Source: an optimization exercise on an open RTL-to-GDS flow (aim: small area). Production flows keep margins and buffers that such runs may drop.
Only simulation tests tie the RTL to the original design; equivalence was not proved.
Power is estimated from default activity; no workload was simulated.

build 2:
Design decode_stage_p, start of the top module:
module decode_stage_p #(
    parameter int DW   = decode_stage_p_pkg::DW_D,
    parameter int NREG = decode_stage_p_pkg::NREG_D,
    parameter int PCW  = decode_stage_p_pkg::PCW_D,
    parameter int CTLW = decode_stage_p_pkg::CTLW_D
) (
    input  logic            clk,
    input  logic            rst_n,
    input  logic            if_valid,
    input  logic [31:0]     if_ir,
    input  logic [PCW-1:0]  if_npc,
    output logic            id_ready,
    input  logic            ex_ready,
    input  logic            flush,
    input  logic            wb_we,
    input  logic [$clog2(NREG)-1:0] wb_addr,
    input  logic [DW-1:0]   wb_data,
    output logic            idex_valid,
    output logic [DW-1:0]   idex_a,
    output logic [DW-1:0]   idex_b,
    output logic [DW-1:0]   idex_imm,
    output logic [$clog2(NREG)-1:0] idex_rt,
    output logic [$clog2(NREG)-1:0] idex_rd,
    output logic [PCW-1:0]  idex_npc,
    output logic [CTLW-1:0] idex_ctl
);
Size in the first run: about 1100 flip-flops, about 220 I/O pins, ~45000 um^2 of cells after synthesis.
==> flow/config.mk <==
export PLATFORM = sky130hd
export DESIGN_NAME = decode_stage_p
export DESIGN_NICKNAME = decode_stage_p
export VERILOG_FILES = /design/flow/design.v
export SDC_FILE = /design/flow/constraint.sdc
export NUM_CORES = 4
export LEC_CHECK = 0
export CAP_MARGIN = 20
export CORE_MARGIN = 2
export CORE_UTILIZATION = 62
export PLACE_DENSITY = 0.72
export SLEW_MARGIN = 20
export SYNTH_HIERARCHICAL = 1
==> flow/constraint.sdc <==
create_clock -name core_clock -period 5.0 [get_ports {clk}]
set_input_delay 1.0000 -clock core_clock [delete_from_list [all_inputs] [get_ports {clk}]]
set_output_delay 1.0000 -clock core_clock [all_outputs]
set_load 0.01 [all_outputs]
standard.sh (not shown) runs the stock make flow with config.mk's settings and CLKGATE_MAP_FILE= SYNTH_SCRIPT=/design/flow/synth_recipe.tcl, a recipe that flattens the netlist after the stock synthesis.
==> flow/flow/run.sh <==
#!/bin/bash
# Standard ORFS layout with three changes: port buffers are buf_1, and the clock tree uses
# clkbuf_8 with larger sink clusters and no dummy loads. make's output goes to flow_make.log.
set -euo pipefail
bash standard.sh \
  "BUFFER_PORTS_ARGS=-buffer_cell sky130_fd_sc_hd__buf_1" \
  "CTS_ARGS=-sink_clustering_enable -repair_clock_nets -dont_use_dummy_load -buf_list sky130_fd_sc_hd__clkbuf_8 -sink_clustering_size 18 -sink_clustering_max_diameter 50" \
  finish > flow_make.log 2>&1
Inputs modified between build 2 and build 55:
- removing PLACE_DENSITY (formerly 0.72)
- changing CORE_UTILIZATION from 62 to 45
--- a/flow/flow/run.sh
+++ b/flow/flow/run.sh
@@ -5,4 +5,4 @@
 bash standard.sh \
   "BUFFER_PORTS_ARGS=-buffer_cell sky130_fd_sc_hd__buf_1" \
-  "CTS_ARGS=-sink_clustering_enable -repair_clock_nets -dont_use_dummy_load -buf_list sky130_fd_sc_hd__clkbuf_8 -sink_clustering_size 18 -sink_clustering_max_diameter 50" \
+  "CTS_ARGS=-sink_clustering_enable -repair_clock_nets -dont_use_dummy_load -buf_list sky130_fd_sc_hd__clkbuf_8 -sink_clustering_size 20 -sink_clustering_max_diameter 60" \
   finish > flow_make.log 2>&1
[summary]
Design area in build 55 is about 0.9% above build 2. Of the two values seen for top routing layer in use, met4 was produced by build 55 and met5 by build 2. Of build 55 and build 2, the run reporting the lower count of inserted antenna diode cells was build 2. Build 55 against build 2: number of distinct library cells after synthesis roughly the same, vertical die dimension higher. Relative to build 2, worst hold slack increased by 0.24 ns in build 55. Taking build 2 as the reference point, the critical path depth in cells of build 55 falls by 2. Going from build 2 to build 55, wire length grows by about 6%.
The following lists how build 94 was set up differently from build 55:
- PLACE_DENSITY: unset -> 0.65
- CORE_UTILIZATION: 45 -> 55
--- a/flow/flow/run.sh
+++ b/flow/flow/run.sh
@@ -5,4 +5,4 @@
 bash standard.sh \
   "BUFFER_PORTS_ARGS=-buffer_cell sky130_fd_sc_hd__buf_1" \
-  "CTS_ARGS=-sink_clustering_enable -repair_clock_nets -dont_use_dummy_load -buf_list sky130_fd_sc_hd__clkbuf_8 -sink_clustering_size 20 -sink_clustering_max_diameter 60" \
+  "CTS_ARGS=-sink_clustering_enable -repair_clock_nets -dont_use_dummy_load -buf_list sky130_fd_sc_hd__clkbuf_8 -sink_clustering_size 18 -sink_clustering_max_diameter 50" \
   finish > flow_make.log 2>&1
Findings:
Compared with build 55, build 94 shows proportion of layout cells with a drive suffix above 1 higher by 0.24 points.
In the tables for build 55 and build 94, count of plain and timing-repair buffers reads higher with build 94.
Sequential power delta (build 55 -> build 94): insignificant
Die boundary width of build 94 falls short of that of build 55 by a little under 10%.
Final routed wire length divided by cell count in build 94 is about 5% above build 55.
Build 55 -> build 94: final wirelength decreased slightly
Build 94 ends up with higher tightest slew margin relative to the limit than build 55 does.
Via count of the routed design, build 94 vs build 55: up by a few percent
Build 94 reports its start point of the critical path as r_rt[1] while build 55 reports r_rt[2].

[port drivers added, routing unchanged]
In the flow no input, the clock included, has a driving cell. The finished layouts below were timed again as built, in two steps.
Step 1 assumes that a clkbuf_16 drives the clock port and a buf_2 every other input.
Step 2 moves the port delays by t, midway between the first and last clock arrival at a register: inputs arrive t later, outputs are due t later. That takes back most of the time a late clock gives input paths.
Slacks: no drivers / after step 1 / after step 2; pairs: no drivers / after step 1.
| run | t, ns | setup WS [ns] | worst hold slack (ns) | cell pins on the clock port's net |
|---|---|---|---|---|
| build 2 | 0.793 | 0.261 / 0.261 / -0.091 | 0.186 / 0.142 / 0.477 | 1 |
| build 55 | 0.794 | 0.475 / 0.475 / 0.011 | 0.427 / 0.387 / 0.492 | 1 |
| build 94 | 0.811 | 0.476 / 0.476 / 0.079 | 0.165 / 0.124 / 0.482 | 1 |
Met with ideal ports but missed after step 2: setup timing in build 2. For build 55, which loses most, drivers alone change the setup slack by 0.000 ns; drivers and shift together by -0.464 ns.
